Source: an optimization exercise on an open RTL-to-GDS flow (aim: small area, a short achievable clock period and few clock cycles per item). Production flows keep margins and buffers that such runs may drop.
Function was checked by simulation only, so behaviour that the tests miss may differ from the original.
Power figures rest on the tool's default switching activity, not on a simulated workload.

==> design/flow/design.v <==
package rs_pkg;
   localparam int SYM_W = 6;                         
   localparam logic [SYM_W-1:0] GF_POLY = 6'b00_0011;
   localparam int NUM_SYND = 20;                     
   localparam int NUM_EPS  = 21;                     
   localparam int CNT_W = 5;                         
   localparam logic [CNT_W-1:0] LAST_STEP = 5'd21;
endpackage
module gf_mult
(
   input  logic [rs_pkg::SYM_W-1:0] a,                       
   input  logic [rs_pkg::SYM_W-1:0] b,                       
   output logic [rs_pkg::SYM_W-1:0] p                        
);
   logic [rs_pkg::SYM_W-1:0] acc;                            
   logic [rs_pkg::SYM_W-1:0] a_shift;                        
   always_comb begin
      acc     = '0;
      a_shift = a;
      for (int i = 0; i < rs_pkg::SYM_W; i++) begin
         if (b[i]) begin
            acc = acc ^ a_shift;                     
         end
         if (a_shift[rs_pkg::SYM_W-1]) begin
            a_shift = {a_shift[rs_pkg::SYM_W-2:0], 1'b0} ^ rs_pkg::GF_POLY;   
         end
         else begin
            a_shift = {a_shift[rs_pkg::SYM_W-2:0], 1'b0};
         end
      end
   end
   assign p = acc;
endmodule
module polymul_ctrl
(
   input  logic CLK,                                 
   input  logic RESET,                               
   input  logic enable,                              
   input  logic sync,                                
   output logic load,                                
   output logic step,                                
   output logic done                                 
);
   logic [rs_pkg::CNT_W-1:0] count;                          
   assign load = enable && sync;
   assign step = enable && !sync && (count >= rs_pkg::CNT_W'(1)) && (count < rs_pkg::LAST_STEP);
   assign done = (count == rs_pkg::LAST_STEP);
   always_ff @(posedge CLK or negedge RESET) begin
      if (!RESET) begin
         count <= '0;
      end
      else if (load) begin
         count <= rs_pkg::CNT_W'(1);                         
      end
      else if (enable) begin
         if (step) begin
            count <= count + rs_pkg::CNT_W'(1);
         end
         else begin
            count <= '0;                             
         end
      end
   end
endmodule
module epsilon_shifter
(
   input  logic                            CLK,           
   input  logic                            RESET,         
   input  logic                            load,          
   input  logic                            step,          
   input  logic [rs_pkg::NUM_EPS-1:0][rs_pkg::SYM_W-1:0]   epsilon_in,    
   output logic [rs_pkg::SYM_W-1:0]                epsilon_msb    
);
   logic [rs_pkg::NUM_EPS-1:0][rs_pkg::SYM_W-1:0] eps_reg;           
   always_ff @(posedge CLK or negedge RESET) begin
      if (!RESET) begin
         eps_reg <= '0;
      end
      else if (load) begin
         eps_reg <= {epsilon_in[rs_pkg::NUM_EPS-2:0], {rs_pkg::SYM_W{1'b0}}};
      end
      else if (step) begin
         eps_reg <= {eps_reg[rs_pkg::NUM_EPS-2:0], {rs_pkg::SYM_W{1'b0}}};
      end
   end
   always_comb begin
      if (load) begin
         epsilon_msb = epsilon_in[rs_pkg::NUM_EPS-1];       
      end
      else begin
         epsilon_msb = eps_reg[rs_pkg::NUM_EPS-1];
      end
   end
endmodule
module syndrome_mac
(
   input  logic                            CLK,            
   input  logic                            RESET,          
   input  logic                            load,           
   input  logic                            step,           
   input  logic [rs_pkg::NUM_SYND-1:0][rs_pkg::SYM_W-1:0]  syndrome_in,    
   input  logic [rs_pkg::SYM_W-1:0]                epsilon_msb,    
   output logic [rs_pkg::NUM_SYND-1:0][rs_pkg::SYM_W-1:0]  syndrome_out    
);
   logic [rs_pkg::NUM_SYND-1:0][rs_pkg::SYM_W-1:0] synd_reg;         
   logic [rs_pkg::NUM_SYND-1:0][rs_pkg::SYM_W-1:0] product;          
   logic [rs_pkg::NUM_SYND-1:0][rs_pkg::SYM_W-1:0] acc;              
   logic [rs_pkg::NUM_SYND-1:0][rs_pkg::SYM_W-1:0] acc_next;         
   always_ff @(posedge CLK or negedge RESET) begin
      if (!RESET) begin
         synd_reg <= '0;
      end
      else if (load) begin
         synd_reg <= syndrome_in;
      end
   end
   for (genvar i = 0; i < rs_pkg::NUM_SYND; i++) begin : g_mult
      gf_mult u_mult (
         .a (epsilon_msb),
         .b (synd_reg[i]),
         .p (product[i])
      );
   end
   assign acc_next = {acc[rs_pkg::NUM_SYND-2:0], {rs_pkg::SYM_W{1'b0}}} ^ product;
   always_ff @(posedge CLK or negedge RESET) begin
      if (!RESET) begin
         acc <= '0;
      end
      else if (load) begin
         if (epsilon_msb != '0) begin
            acc <= syndrome_in;                      
         end
         else begin
            acc <= '0;
         end
      end
      else if (step) begin
         acc <= acc_next;
      end
   end
   assign syndrome_out = acc;
endmodule
module rs_polymul
(
   input  logic                            CLK,            
   input  logic                            RESET,          
   input  logic                            enable,         
   input  logic                            sync,           
   input  logic [rs_pkg::NUM_SYND-1:0][rs_pkg::SYM_W-1:0]  syndrome_in,    
   input  logic [rs_pkg::NUM_EPS-1:0][rs_pkg::SYM_W-1:0]   epsilon_in,     
   output logic [rs_pkg::NUM_SYND-1:0][rs_pkg::SYM_W-1:0]  syndrome_out,   
   output logic                            done            
);
   logic             load;                           
   logic             step;                           
   logic [rs_pkg::SYM_W-1:0] epsilon_msb;                    
   polymul_ctrl u_ctrl (
      .CLK    (CLK),
      .RESET  (RESET),
      .enable (enable),
      .sync   (sync),
      .load   (load),
      .step   (step),
      .done   (done)
   );
   epsilon_shifter u_eps (
      .CLK         (CLK),
      .RESET       (RESET),
      .load        (load),
      .step        (step),
      .epsilon_in  (epsilon_in),
      .epsilon_msb (epsilon_msb)
   );
   syndrome_mac u_mac (
      .CLK          (CLK),
      .RESET        (RESET),
      .load         (load),
      .step         (step),
      .syndrome_in  (syndrome_in),
      .epsilon_msb  (epsilon_msb),
      .syndrome_out (syndrome_out)
   );
endmodule
==> design/flow/run.sh <==
#!/bin/bash
# synth_recipe.tcl (not shown) runs the flow's synth.tcl, then flattens the netlist and writes it again
# the make line also repeats each setting of config.mk as NAME=value (left out here)
make -C /OpenROAD-flow-scripts/flow DESIGN_CONFIG=/design/flow/config.mk WORK_HOME=/design/flow/orfs CLKGATE_MAP_FILE= SYNTH_SCRIPT=/design/flow/synth_recipe.tcl finish
==> design/flow/config.mk <==
export PLATFORM = sky130hd
export DESIGN_NAME = rs_polymul
export DESIGN_NICKNAME = rs_polymul
export VERILOG_FILES = /design/flow/design.v
export SDC_FILE = /design/flow/constraint.sdc
export NUM_CORES = 4
export LEC_CHECK = 0
export CAP_MARGIN = 20
export CORE_MARGIN = 2
export CORE_UTILIZATION = 40
export SLEW_MARGIN = 20
==> design/flow/constraint.sdc <==
create_clock -name core_clock -period 5.0 [get_ports {CLK}]
set_input_delay 1.0000 -clock core_clock [delete_from_list [all_inputs] [get_ports {CLK}]]
set_output_delay 1.0000 -clock core_clock [all_outputs]
set_load 0.01 [all_outputs]
==> impl_metrics.csv <==
group,metric,value,unit
power_and_ir_drop,internal_power,9.59,mW
synth,synth_xor_area_frac,0.261,
sta,hold_viol,0,
power_and_ir_drop,p_switching,6.24,mW
routing,num_vias,22800,
clock_network,htree_levels,2,
place,dpl.hpwl,57100,um
critical_path,cp-end-kind,"flip-flop",
routing,drt-total-wl,86800,um
power_and_ir_drop,power_frac_seq,0.304,
critical_path,critical_path.startpoint,"sync",
floorplan,die_h,254,um
finish,areaGrowthSynthToFinish,23.7,%
synth,ys_warn_count,4,
sta,clock_skew,0.0190,ns
sta,min_period,3.79,ns
sta,relSlewSlack,0.167,
floorplan,core_area,61700,um2
status,status,"complete, no violations",
clock_network,cts_tree,"built",
clock_network,cts_resized,0,
synth,synth_area_leaders,"dfrtp_1 (37%), nand2_1 (20%), xnor2_1 (16%)",
synth,ys_seq_area_frac,0.366,
clock_network,cts_root_buf,"clkbuf_16",
routing,drtAntennaViolNets,0,
critical_path,required,5.43,ns
power_and_ir_drop,leakagePower,13.3,nW
synth,yosys.area_share.simple,0.215,
synth,synthArstFlopShare,1.00,
global_route,grt_use_total,0.268,
floorplan,die_area,64400,um2
critical_path,worstSetupStartpointType,"input pin",
synth,avgSynthCellArea,8.11,um2
place,portBuffers,370,
global_route,grt_overflow,0,
critical_path,r2r_setup_slack,1.57,ns
synth,synth_top_cell_by_area,"dfrtp_1",
synth,synth_top_family_by_area,"XOR/XNOR gates",
floorplan,die_w,254,um
synth,synth_top_flop_cell,"dfrtp_1",
synth,yosysUniqueCellTypes,45,
power_and_ir_drop,powerDensity,513,nW/um2
routing,viasPerCell,5.43,
routing,drcViolationCount,0,
synth,synth_fa_ha_area_frac,0.00150,
power_and_ir_drop,power_frac_clock,0.207,
clock_network,cts_setup_buffers,0,
global_route,grt_pass1_vias,23300,
place,place.gp.congestion,0.876,
routing,detail_route.first_pass.iterations,5,
synth,netlist_instances,3075,
finish,instances_no_fill,4201,
floorplan,start_util,0.404,
clock_network,cts.sinks,365,
sta,rsz0062_at_grt,"false",
critical_path,timing.rr.start,"u_ctrl.count[1]",
routing,wl_per_cell,20.7,um
critical_path,crit_arrival,4.22,ns
critical_path,worstSetupPathType,"input pin to flip-flop",
min_path,min_path_type,"input pin to asynchronous set/reset pin",
synth,synth-edff-count,0,
sta,finalCritPeriodShare,0.758,
finish,diodes,0,
clock_network,clk_path_buf_depth,3,
clock_network,insertion_delay,0.60,ns
global_route,grt_pass1_wl,134000,um
power_and_ir_drop,p_comb_frac,0.489,
synth,synth_mux_area_frac,0.00386,
critical_path,path_max_fanout,40,
finish,nets,3585,
synth,syn_area,24900,um2
global_route,antenna_found_initial,11,
power_and_ir_drop,peakVddDrop,267,uV
synth,synth_fp_nets,3328,
global_route,grt_max_degree,166,
synth,ys_ff_latch,365,
floorplan,rows,91,
finish,final_cell_mix,"nand2_1 (1342), xnor2_1 (448), clkdlybuf4s50_1 (368), dfrtp_1 (365), xor2_1 (195)",
synth,yosysTopAreaCellShare,0.366,
clock_network,clk_pin_slew,0.06,ns
finish,layout_commonest_cell,"nand2_1",
power_and_ir_drop,p_sw_frac,0.394,
sta,setup_viol,0,
finish,drive_gt1_frac,0.0425,
sta,timing.setup.tns,0,ns
place,placed_cells,4120,
routing,drtIter0Drc,1754,
clock_network,cts_inserted_buffers,46,
clock_network,cts_hold_buf,0,
synth,synth-compound-area-share,0.111,
sta,slew_viol_final,0,
sta,fmax,0.264,GHz
sta,tightest_slew,1.25,ns
floorplan,boundaryPins,371,
run,drv_cap,0,
## Yosys cell counts, types with 4 or more instances
cell type  number
nand2_1      1342
xnor2_1       452
dfrtp_1       365
xor2_1        195
a22oi_1       114
clkbuf_1      104
buf_2          78
a21oi_1        59
o221ai_1       55
a2bb2oi_1      42
o21ai_1        40
o22ai_1        39
xnor3_1        38
nand3_1        28
o21ai_0        17
buf_1          13
nand4_1        13
buf_6           9
buf_4           8
inv_1           7
o21a_1          7
a22o_1          6
o211ai_1        5
nor2_1          4
## power groups by stage
| stage | Combinational [mW] | Clock (mW) | Sequential [mW] |
|---|---|---|---|
| detailed placement | 7.74 | 0 | 4.84 |
| global placement | 7.61 | 0 | 4.84 |
| global route | 8.44 | 3.46 | 4.90 |
| CTS | 7.78 | 3.35 | 4.81 |
| finish | 7.75 | 3.27 | 4.81 |
| floorplan | 5.32 | 0 | 4.58 |
## per-layer routing
layer	track usage	wire (um)
met4	0.111	3330
met3	0.0733	7860
met2	0.438	40700
met5	0	138
met1	0.336	34800
## worst max-delay path: stages
cell and delay [ns]:
clkdlybuf4s50_1 0.84, buf_4 0.24, and2_4 0.47, mux2i_4 0.35
buf_4 0.49, nand2_1 0.13, xor2_1 0.19, xnor2_1 0.20
xnor2_1 0.15, o221ai_1 0.14
## worst paths after layout
path | to | depth (start not counted)
worst max-delay path | u_mac.acc[79] | 10
worst min-delay path | u_mac.acc[27] | 1
worst max register to register | u_eps.eps_reg[11] | 9
worst min register to register | u_eps.eps_reg[65] | 2
max in group asynchronous | u_eps.eps_reg[108] | 2
min in group core_clock | u_eps.eps_reg[65] | 2
## per-stage QoR
stage / area, um2 / hold WS [ns] / setup slack (ns) / util / total power [mW]
floorplan: 24900 / 0.446 / 1.33 / - / 9.90
global placement: 29400 / 0.458 / 0.651 / 0.476 / 12.4
detailed placement: 29400 / 0.463 / 0.563 / 0.476 / 12.6
CTS: 30800 / 0.395 / 1.20 / 0.499 / 15.9
global route: 30800 / 0.416 / 1.02 / 0.500 / 16.8
finish: 30800 / 0.379 / 1.21 / 0.500 / 15.8
## cells by family (layout without fill, tap and decap cells)
kind of cell    Yosys count  in the layout
buf+inv                 219            508
mux                       6              6
flops                   365            365
fa+ha+maj                 3              3
compound gates          396            396
simple gates           1401           1401
xor+xnor                685            685
## cell type report
cell class	count	area [um2]
fillers	5978	30900
multi-input cells	2491	14900
flip-flops and latches	365	9130
repair buffers	421	4310
clock buffers	70	1380
well taps	837	1050
clock inverters	10	76.3
inverters	7	26.3
Testbench counts, summed over its fixed seeds: cycles 8,064, jobs 384.

[port drivers added, routing unchanged]
The flow's constraints put no driver on any port. The routed layout listed below was extracted and timed again, unchanged, in two steps. Step 1 (the two cells are an assumption about what drives the block):
set clk [get_ports {CLK}]
set_driving_cell -lib_cell sky130_fd_sc_hd__clkbuf_16 $clk
set_driving_cell -lib_cell sky130_fd_sc_hd__buf_2 [delete_from_list [all_inputs] $clk]
Step 2 times the ports against the registers' clock, not the clock port: input delays grow and output delays shrink by t, the midpoint of the rising clock arrivals with the driver on. Slacks: no drivers / after step 1 / after step 2; pairs: no drivers / after step 1.
t (ns): 0.650
setup WS [ns]: 1.209 / 1.240 / 0.590
hold WS [ns]: 0.379 / 0.372 / 0.473
worst register clock-pin slew, ns: 0.06 / 0.06
After both steps this run still meets setup and hold. For this run, drivers alone change the setup slack by +0.031 ns; drivers and shift together by -0.619 ns.
